This design comes from an exercise in tuning for small area, a short achievable clock period and few clock cycles per item on the open sky130 flow, not from production work.
No run shown here included a check of the RTL's function; only the layout flow was run.
Power and IR drop assume default switching activity.

File: flow/config.mk
export PLATFORM = sky130hd
export DESIGN_NAME = axil_fetch
export DESIGN_NICKNAME = axil_fetch
export VERILOG_FILES = /design/flow/design.v
export SDC_FILE = /design/flow/constraint.sdc
export NUM_CORES = 4
export LEC_CHECK = 0
export CAP_MARGIN = 20
export CORE_MARGIN = 2
export CORE_UTILIZATION = 40
export SETUP_SLACK_MARGIN = 1.8
export SLEW_MARGIN = 20
File: flow/constraint.sdc
create_clock -name core_clock -period 4.0 [get_ports {S_AXI_ACLK}]
set_input_delay 0.8000 -clock core_clock [delete_from_list [all_inputs] [get_ports {S_AXI_ACLK}]]
set_output_delay 0.8000 -clock core_clock [all_outputs]
set_load 0.01 [all_outputs]
File: flow/design.v
`default_nettype none
package fetch_pkg;
	localparam int ADDR_WIDTH = 32;
	localparam int BUS_WIDTH = 64;
	localparam int INSN_WIDTH = 32;
	localparam int INSNS_PER_WORD = BUS_WIDTH / INSN_WIDTH;
	localparam int WORD_LSB = 3;
	localparam int FETCH_LIMIT = 8;
	localparam int LGFIFO = 3;
	localparam int LGDEPTH = LGFIFO + 4;
	typedef logic [ADDR_WIDTH-1:0] addr_t;
	typedef logic [BUS_WIDTH-1:0] bus_word_t;
	typedef logic [INSN_WIDTH-1:0] insn_t;
	typedef logic [LGDEPTH:0] depth_t;
	typedef logic [LGDEPTH-1:0] fill_t;
	typedef enum logic [1:0] {
		RESP_OKAY   = 2'b00,
		RESP_EXOKAY = 2'b01,
		RESP_SLVERR = 2'b10,
		RESP_DECERR = 2'b11
	} axi_resp_e;
endpackage
`default_nettype wire
`default_nettype none
module axil_fetch #(
	parameter int K = 3
) (
	input  logic S_AXI_ACLK,
	input  logic fifo_reset,
	input  logic i_new_pc,
	input  fetch_pkg::addr_t i_pc,
	input  logic i_ready,
	output fetch_pkg::insn_t o_insn,
	output fetch_pkg::addr_t o_pc,
	output logic o_valid,
	output logic o_illegal,
	output logic M_AXI_ARVALID,
	input  logic M_AXI_ARREADY,
	output fetch_pkg::addr_t M_AXI_ARADDR,
	input  logic M_AXI_RVALID,
	output logic M_AXI_RREADY,
	input  fetch_pkg::bus_word_t M_AXI_RDATA,
	input  logic [1:0] M_AXI_RRESP
);
	localparam int PW = (K > 1) ? $clog2(K) : 1;
	localparam int CW = $clog2(K + 1);
	logic active;
	logic [31:3] rq_addr;
	logic stale_hold;
	logic arv_ok, arv_spec;
	logic [3:0] inflight, inflight_n;
	logic [3:0] drop, drop_n;
	logic drop_zero;
	logic [CW-1:0] used, used_n;
	logic [63:0] buf_data [K];
	logic buf_err [K];
	logic [PW-1:0] wr_ptr, rd_ptr, wr_ptr_n, rd_ptr_n;
	logic [CW-1:0] fcount, fcount_n;
	logic [K-1:0] wsel;
	logic acc, acc_live, ar_held;
	logic keep, fempty, nl;
	logic take, load, avail, free, pop, push;
	logic o_valid_n, o_illegal_n, pc2_n, spec_n;
	logic [63:0] src;
	logic src_err;
	logic [31:0] lane;
	assign M_AXI_RREADY = 1'b1;
	assign M_AXI_ARADDR = { rq_addr, 3'b000 };
	assign fempty = (fcount == 0);
	assign nl = o_pc[2] ^ o_valid;
	assign take = o_valid && i_ready && !o_illegal;
	assign load = !o_valid || take;
	assign keep = M_AXI_RVALID && drop_zero;
	assign avail = !fempty || keep;
	assign free = load && avail && nl;
	assign pop = free && !fempty;
	assign push = keep && !(fempty && load && nl);
	always_comb
	begin
		if (fempty)
		begin
			src = M_AXI_RDATA;
			src_err = M_AXI_RRESP[1];
		end
		else
		begin
			src = buf_data[rd_ptr];
			src_err = buf_err[rd_ptr];
		end
	end
	assign lane = nl ? src[63:32] : src[31:0];
	assign M_AXI_ARVALID = arv_ok || (arv_spec && i_ready);
	assign acc = M_AXI_ARVALID && M_AXI_ARREADY;
	assign acc_live = acc && !stale_hold && !i_new_pc;
	assign ar_held = M_AXI_ARVALID && !M_AXI_ARREADY;
	always_ff @(posedge S_AXI_ACLK)
	begin
		if (i_new_pc && !ar_held)
			rq_addr <= i_pc[31:3];
		else if (acc)
			rq_addr <= stale_hold ? o_pc[31:3] : rq_addr + 1'b1;
	end
	always_comb
	begin
		inflight_n = inflight + 4'(acc) - 4'(M_AXI_RVALID);
		if (i_new_pc)
		begin
			drop_n = inflight_n;
			used_n = '0;
		end
		else
		begin
			drop_n = drop + 4'(acc && stale_hold) - 4'(M_AXI_RVALID && !drop_zero);
			used_n = used + CW'(acc_live) - CW'(free);
		end
		wr_ptr_n = wr_ptr;
		rd_ptr_n = rd_ptr;
		fcount_n = fcount + CW'(push) - CW'(pop);
		if (push)
			wr_ptr_n = (wr_ptr == PW'(K - 1)) ? '0 : wr_ptr + 1'b1;
		if (pop)
			rd_ptr_n = (rd_ptr == PW'(K - 1)) ? '0 : rd_ptr + 1'b1;
		if (i_new_pc)
		begin
			wr_ptr_n = '0;
			rd_ptr_n = '0;
			fcount_n = '0;
		end
		if (i_new_pc)
		begin
			o_valid_n = 1'b0;
			o_illegal_n = 1'b0;
			pc2_n = i_pc[2];
		end
		else
		begin
			o_valid_n = load ? avail : o_valid;
			o_illegal_n = load ? (avail && src_err) : o_illegal;
			pc2_n = o_pc[2] ^ take;
		end
		spec_n = o_valid_n && !o_illegal_n && !pc2_n && (fcount_n != 0);
	end
	always_ff @(posedge S_AXI_ACLK)
	begin
		if (fifo_reset)
		begin
			inflight <= '0;
			drop <= '0;
			drop_zero <= 1'b1;
			used <= '0;
			active <= 1'b0;
			stale_hold <= 1'b0;
			arv_ok <= 1'b0;
			arv_spec <= 1'b0;
			wr_ptr <= '0;
			rd_ptr <= '0;
			fcount <= '0;
			wsel <= K'(1);
			o_valid <= 1'b0;
			o_illegal <= 1'b0;
		end
		else
		begin
			inflight <= inflight_n;
			drop <= drop_n;
			drop_zero <= (drop_n == 0);
			used <= used_n;
			if (i_new_pc)
				active <= 1'b1;
			if (i_new_pc)
				stale_hold <= ar_held;
			else if (acc)
				stale_hold <= 1'b0;
			arv_ok <= ar_held || ((active || i_new_pc) && !drop_n[3]
				&& (used_n < CW'(K)));
			arv_spec <= !ar_held && (active || i_new_pc) && !drop_n[3]
				&& (used_n == CW'(K)) && spec_n;
			wr_ptr <= wr_ptr_n;
			rd_ptr <= rd_ptr_n;
			fcount <= fcount_n;
			for (int i = 0; i < K; i++)
				wsel[i] <= (wr_ptr_n == PW'(i)) && (drop_n == 0);
			o_valid <= o_valid_n;
			o_illegal <= o_illegal_n;
		end
	end
	always_ff @(posedge S_AXI_ACLK)
	begin
		for (int i = 0; i < K; i++)
		begin
			if (M_AXI_RVALID && wsel[i])
			begin
				buf_data[i] <= M_AXI_RDATA;
				buf_err[i] <= M_AXI_RRESP[1];
			end
		end
	end
	always_ff @(posedge S_AXI_ACLK)
	begin
		if (load)
			o_insn <= { lane[7:0], lane[15:8], lane[23:16], lane[31:24] };
	end
	always_ff @(posedge S_AXI_ACLK)
	begin
		if (i_new_pc)
			o_pc <= i_pc;
		else if (take)
			o_pc <= { o_pc[31:2] + 1'b1, 2'b00 };
	end
endmodule
`default_nettype wire
File: flow/run.sh
#!/bin/bash
# synth_recipe.tcl (not shown) runs the flow's synth.tcl, then flattens the netlist and writes it again
# the make line also repeats each setting of config.mk as NAME=value (left out here)
make -C /OpenROAD-flow-scripts/flow DESIGN_CONFIG=/design/flow/config.mk WORK_HOME=/design/flow/orfs CLKGATE_MAP_FILE= SYNTH_SCRIPT=/design/flow/synth_recipe.tcl finish
==> results.json, run 1 <==
{
  "tightest_slew_ns": 0.859,
  "drive_gt1_share_pct": 18.3,
  "critPathSlowestCell": "edfxtp_1",
  "grt_pass1_vias": 9569,
  "skew_ns": 0.0211,
  "fillers": 2975,
  "rrSetupSlack_ns": 1.60,
  "drc": 0,
  "drtAntennaViolNets": 0,
  "vias": 9804,
  "fp.coreArea_um2": 34700,
  "gr-total-overflow": 0,
  "fin_crit_ns": 2.40,
  "cts_max_level": 2,
  "grt_pass1_wl_um": 56200,
  "synthFlopType": "edfxtp_1",
  "clk_pin_slew_ns": 0.06,
  "ys_seq_area_share_pct": 64.7,
  "slew_violations": 0,
  "reg2reg_depth": 12,
  "ir_drop_uv": 348,
  "min_path_type": "flop to flop",
  "io_buffers": 198,
  "path_class": "flop to flop",
  "die_h_um": 192,
  "ctsHoldBuffers": 0,
  "dp_slack_ns": 0.273,
  "slew_headroom_pct": 42.8,
  "syn_inst": 1071,
  "hold_path_startpoint": "active",
  "cp_cell_sequence": "nand4bb_4 > and2_4 > a21oi_2 > ha_1 > inv_1 > ha_1 > xor2_1 > xnor2_1 > nor4_2 > buf_4 > nand2b_1 > o32ai_1",
  "hpwl_um": 21900,
  "hold_viol": 0,
  "syn_area_per_cell_um2": 13.2,
  "die_area_um2": 36900,
  "cts_tree": "done",
  "antenna_found_initial": 3,
  "critPathLaunchType": "flop",
  "clock.fmax_mhz": 416,
  "syn2layout_area_growth_pct": 31.2,
  "drt-pass1-iter-count": 5,
  "multi_input_area_um2": 4920,
  "synth_area_leaders": "edfxtp_1, mux4_2, dfxtp_1",
  "slowest_delay_ns": 0.44,
  "wl_per_cell_um": 20.7,
  "leakage_nw": 6.69,
  "nNetsFinal": 1455,
  "clk_latency_ns": 0.53,
  "drtIter0Drc": 713,
  "synth_edf_count": 288,
  "ys_ff_latch": 314,
  "start_util_pct": 40.8,
  "crit_arrival_ns": 2.79,
  "register_area_um2": 9180,
  "setup_violations": 0,
  "setup_tns_ns": 0,
  "rsz0062_at_grt": "true",
  "ys_types": 64,
  "num_rows": 68,
  "rr_startpoint": "o_pc[2]",
  "clockBufferDepth": 3,
  "r2r_end": "arv_ok",
  "wl_um": 37600,
  "routed_via_density": 5.40,
  "cts_root_buf": "clkbuf_16",
  "crit_required_ns": 4.38,
  "yosysWarningCount": 3,
  "cpMostUsedCell": "ha_1",
  "cap_violations": 0,
  "worstHoldEndpoint": "active",
  "die_width_um": 192,
  "synth_top_area_share_pct": 61.1,
  "clock-sinks": 314,
  "status": "no timing/DRC/antenna violations",
  "post-route-period-util_pct": 60.1,
  "syn_area_um2": 14200,
  "cp_max_fo": 4,
  "cp-end-kind": "flop",
  "synth_top_area_cell": "edfxtp_1",
  "gp_congestion": 0.797,
  "cts_inserted_buffers": 36,
  "ios": 204,
  "synthArstFlopShare_pct": 0,
  "fin_ws_ns": 1.60,
  "grt_max_degree": 66,
  "min_path_cells": 2,
  "power.density_nw_per_um2": 499,
  "grt_usage_pct": 20.1
}
[power breakdown]
| part | leakage [nW] | total [mW] | internal, mW | switching (mW) |
|---|---|---|---|---|
| registers | 2.93 | 4.21 | 4.01 | 0.199 |
| logic | 3.21 | 1.98 | 0.918 | 1.06 |
| clock network | 0.542 | 3.08 | 1.79 | 1.29 |
| total | 6.69 | 9.27 | 6.72 | 2.55 |
[cells in the mapped netlist, types with 2 or more instances]
cell type	n
edfxtp_1	288
nor2_1	107
a21oi_1	95
nand2_1	66
a22oi_1	65
o21ai_0	52
clkbuf_1	44
xor2_1	40
mux4_2	32
nand3_1	32
dfxtp_1	26
inv_1	22
xnor2_1	21
nand4_1	20
ha_1	17
and3_1	15
mux2i_1	10
and4_1	9
buf_1	9
and2_1	8
nor3_1	8
nor2b_1	7
o22ai_1	7
or3_1	6
buf_4	5
buf_2	4
buf_6	4
nand2b_1	4
nor4_1	4
a21o_1	3
a31o_2	2
a31oi_1	2
conb_1	2
fa_1	2
mux2_2	2
nand4_2	2
nor3b_1	2
[cells by family (layout without fill, tap and decap cells)]
group | Yosys count | count (layout) | synth area share, %
AO/OA/AOI/OAI | 237 | 237 | 9.97
XOR/XNOR | 61 | 61 | 3.77
adder cells (fa/ha/maj) | 19 | 19 | 1.78
buffers and inverters | 89 | 372 | 2.80
flip-flops | 314 | 314 | 64.7
multiplexers | 44 | 44 | 5.95
other | 2 | 7 | 0.0530
AND/OR/NAND/NOR | 305 | 306 | 10.9
[what timing repair did]
action,in CTS,in global routing
hold endpoints to repair,0,0
pin swaps,9,8
setup buffers,49,17
endpoints found under the setup margin,207,57
gates cloned,0,2
resized for setup,125,38
[metal layers]
layer / wire [um] / track usage, % / vias up
li1: - / - / 4592
met4: 773 / 5.99 / 0
met3: 2670 / 3.05 / 52
met5: 0 / 0 / -
met2: 17300 / 31.0 / 347
met1: 16800 / 29.3 / 4813
[critical path: cells and delay by family, from the launching register on]
kind                       cells  cell delay, ns
and+or+nand+nor                4            0.75
DFF                            1            0.44
adders and majority gates      2            0.38
xor gates and xnor gates       2            0.29
buffers and inverters          2            0.21
AOI/OAI and AO/OA              2            0.18
[cells in the final DEF (no fill, tap or decap), types with 11 or more instances in the layout]
cell,synthesis,layout
nand3_1,32,31
nand2_1,66,64
and3_1,15,15
nor2_1,107,102
nand4_1,20,20
a22oi_1,65,63
dlygate4sd2_1,0,83
buf_4,5,70
a21oi_1,95,92
dfxtp_1,26,22
mux4_2,32,32
xor2_1,40,39
clkdlybuf4s50_1,0,101
edfxtp_1,288,288
xnor2_1,21,20
inv_1,22,16
clkbuf_16,0,36
o21ai_0,52,50
buf_6,4,11
[sequential cells by signal, indices dropped and copies added (netlist names)]
| name | count |
|---|---|
| buf_data | 192 |
| o_insn | 32 |
| o_pc | 32 |
| rq_addr | 29 |
| drop | 4 |
| inflight | 4 |
| buf_err | 3 |
| wsel | 3 |
| fcount | 2 |
| rd_ptr | 2 |
| used | 2 |
| wr_ptr | 2 |
| active | 1 |
| arv_ok | 1 |
| arv_spec | 1 |
| drop_zero | 1 |
| o_illegal | 1 |
| o_valid | 1 |
| stale_hold | 1 |
[cell type report]
cell class / instances / share of cell area (%)
clock buffers: 48 / 5.27
multi-input cells: 671 / 26.5
diodes: 3 / 0.0404
flip-flops and latches: 314 / 49.4
repair buffers: 287 / 14.6
clock inverters: 15 / 0.700
inverters: 22 / 0.478
well taps: 455 / 3.06
[how the worst max path moves through the flow]
stage                      start       end  slack [ns]
detailed placement       i_ready   wsel[2]        0.27
global placement         i_ready   wsel[2]        0.42
global route             o_pc[2]  arv_spec        1.45
CTS                 M_AXI_RVALID   wsel[1]        1.56
finish                   o_pc[2]    arv_ok        1.60
floorplan           M_AXI_RVALID   wsel[2]        1.09
[metrics by stage]
stage	hold slack, ns	area (um2)	instances	util, %	power [mW]
floorplan	0.470	14300	1073	-	5.33
global placement	0.501	16800	1681	48.3	6.16
detailed placement	0.500	16800	1681	48.3	6.18
CTS	0.513	18300	1793	52.6	9.31
global route	0.559	18600	1815	53.5	9.68
finish	0.512	18600	1815	53.5	9.27
==> run 2: changes to the inputs <==
--- a/flow/config.mk
+++ b/flow/config.mk
@@ -10,3 +10,3 @@
 export CORE_UTILIZATION = 40
-export SETUP_SLACK_MARGIN = 1.8
+export SETUP_SLACK_MARGIN = 2.0
 export SLEW_MARGIN = 20
==> run 2 against run 1 <==
Compared with the run above:
- highest routed layer unchanged
- first-iteration DRC count rose by 1.5%
- still clean
- critical path type is now input port to flop
- largest cell class unchanged
- routed wire length rose by 3.6%
- total power rose by 3.1%
- sequential power fell by 1%
- cell count rose by 2.6%
- clock skew barely moved
==> results.json, run 2 <==
{
  "synthFlopType": "edfxtp_1",
  "cts_inserted_buffers": 36,
  "grtUsageMet1_pct": 29.6,
  "hold_ws_ns": 0.518,
  "hold_viol": 0,
  "setup_violations": 0,
  "ys_types": 64,
  "status": "no timing/DRC/antenna violations",
  "synth_area_leaders": "edfxtp_1, mux4_2, dfxtp_1",
  "fp.coreArea_um2": 34700,
  "grt_max_degree": 66,
  "critPathLaunchType": "input port",
  "gr-total-overflow": 0,
  "final_common_cell": "edfxtp_1",
  "synth_top_area_cell": "edfxtp_1",
  "skew_ns": 0.0208,
  "wl_um": 39000,
  "final_util_pct": 54.9,
  "path_class": "input port to flop",
  "synth_top_area_share_pct": 61.1,
  "routed_via_density": 5.43,
  "design_area_um2": 19100,
  "hpwl_um": 21300,
  "rrSetupSlack_ns": 1.70,
  "slew_violations": 0,
  "ctsHoldBuffers": 0,
  "post-synth-top-count-cell": "edfxtp_1",
  "ys_seq_area_share_pct": 64.7,
  "cts_tree": "done",
  "die_area_um2": 36900,
  "instances_no_fill": 1863,
  "drtIter0Drc": 724,
  "crit_arrival_ns": 2.77,
  "min_path_type": "flop to flop",
  "dpl-instance-area_um2": 16800,
  "syn_inst": 1071,
  "fillers": 2913,
  "syn_area_per_cell_um2": 13.2,
  "start_util_pct": 40.8,
  "min_path_cells": 2,
  "syn2layout_area_growth_pct": 34.6,
  "num_rows": 68,
  "nNetsFinal": 1501,
  "die_h_um": 192,
  "clk_latency_ns": 0.52,
  "crit_required_ns": 4.45,
  "cp_max_fo": 2,
  "place_inst": 1674,
  "synth_common_cells": "edfxtp_1, nor2_1, a21oi_1",
  "antenna_found_initial": 4,
  "drive_gt1_share_pct": 26.3,
  "grt_pass1_vias": 9984,
  "vias": 10100,
  "leakage_nw": 6.85,
  "cp-end-kind": "flop",
  "fin_crit_ns": 2.32,
  "grt_use_met2_pct": 32.1,
  "largest-register": "buf_data",
  "yosysWarningCount": 3,
  "use_met3_pct": 3.65,
  "drc": 0,
  "drtAntennaViolNets": 0,
  "clk_pin_slew_ns": 0.06,
  "reg2reg_depth": 10,
  "grt_pass1_wl_um": 58200,
  "clockBufferDepth": 3,
  "clock-sinks": 314,
  "reg.largest.list": "buf_data (192), o_insn (32), o_pc (32)",
  "register_area_um2": 9190,
  "dp_slack_ns": 0.315,
  "clock.fmax_mhz": 431,
  "setup_tns_ns": 0,
  "power.density_nw_per_um2": 501,
  "ir_drop_uv": 323,
  "cts_max_level": 2,
  "io_buffers": 198,
  "synthArstFlopShare_pct": 0,
  "fin_ws_ns": 1.68,
  "ys_ff_latch": 314,
  "grt_usage_pct": 20.7,
  "largest_register_ffs": 192,
  "final_cell_mix": "edfxtp_1, nor2_1, buf_4",
  "ios": 204,
  "die_width_um": 192,
  "slew_headroom_pct": 40.1,
  "post-route-period-util_pct": 58.1,
  "syn_area_um2": 14200,
  "tightest_slew_ns": 0.898,
  "top_usage_layer": "met2",
  "power_mw": 9.56,
  "gp_congestion": 0.821,
  "cap_violations": 0,
  "multi_input_area_um2": 5000,
  "drt-pass1-iter-count": 5,
  "synth_edf_count": 288,
  "wl_per_cell_um": 20.9,
  "cts_root_buf": "clkbuf_16",
  "rsz0062_at_grt": "true"
}
-- run 2: changes by cell type in the layout (fill, tap and decap cells not counted), sizes merged, moves of 4 or more --
cell and change:
clkdlybuf4s50 -4, dlygate4sd2 -77, clkdlybuf4s15 +29, dlymetal6s2s -7
clkbuf +21, buf +90
-- run 2: final cells by class --
class	count	share of cell area, %
Antenna cell	3	0.0394
Clock buffer	53	5.27
Clock inverter	12	0.610
Inverter	22	0.453
Multi-Input combinational cell	670	26.3
Sequential cell	314	48.2
Tap cell	455	2.99
Timing Repair Buffer	334	16.2
-- run 2: timing repair --
action / in CTS / in global routing
pin swaps: 22 / 24
endpoints found under the setup margin: 385 / 132
buffers inserted: 100 / 16
resized for setup: 319 / 91
cloned: 3 / 2
hold endpoints to repair: 0 / 0
-- run 2: metal layers --
layer  vias to the layer above  share of wire, %
met4                         0               2.3
li1                       4688                 -
met5                         -                 0
met2                       374                46
met1                      4998                44
met3                        62               7.3
-- run 2: cells by family (layout without fill, tap and decap cells) --
group	after synthesis	after routing	synth area share, %
DFF	314	314	64.7
and+or+nand+nor	305	305	10.9
AOI/OAI and AO/OA	237	237	9.97
buffers and inverters	89	421	2.80
xor gates and xnor gates	61	61	3.77
muxes	44	44	5.95
adders and majority gates	19	19	1.78
other	2	7	0.0530
-- run 2: power breakdown --
part / total [mW] / switching (mW) / internal [mW]
sequential: 4.17 / 0.169 / 4.01
combinational: 2.27 / 1.17 / 1.10
clock: 3.11 / 1.29 / 1.82
-- run 2: path summary, 6_finish.rpt --
kind	start	endpoint
min reg2reg	active	active
min	active	active
max	M_AXI_RVALID	wsel[1]
max reg2reg	drop_zero	wsel[1]
-- run 2: critical path, stage by stage --
cell,delay [ns]
buf_6,0.09
nor2b_4,0.12
ha_4,0.20
inv_2,0.05
ha_4,0.12
inv_2,0.03
fa_1,0.47
nor2b_4,0.14
or3b_4,0.41
nor4_4,0.14
nor3b_2,0.18

==> static timing again, ports no longer ideal <==
The flow's constraints put no driver on any port. The routed layouts listed below were extracted and timed again, unchanged, in two steps.
Step 1 (the two cells are an assumption about what drives the block):
set clk [get_ports {S_AXI_ACLK}]
set_driving_cell -lib_cell sky130_fd_sc_hd__clkbuf_16 $clk
set_driving_cell -lib_cell sky130_fd_sc_hd__buf_2 [delete_from_list [all_inputs] $clk]
Step 2 times the ports against the registers' clock, not the clock port: input delays grow and output delays shrink by t, the midpoint of the rising clock arrivals with the driver on.
Three values: ideal ports, drivers, drivers and shift; two values: the first two.
| run | t, ns | setup slack, ns | hold WS [ns] | worst setup path after step 2 | slew at the worst register clock pin (ns) |
|---|---|---|---|---|---|
| run 1 | 0.564 | 1.596 / 1.596 / 1.070 | 0.512 / 0.512 / 0.512 | input to register | 0.06 / 0.06 |
| run 2 | 0.564 | 1.678 / 1.673 / 1.109 | 0.518 / 0.518 / 0.518 | input to register | 0.06 / 0.06 |
After both steps every run listed still meets setup and hold. For run 2, which loses most, drivers alone change the setup slack by -0.005 ns; drivers and shift together by -0.569 ns.
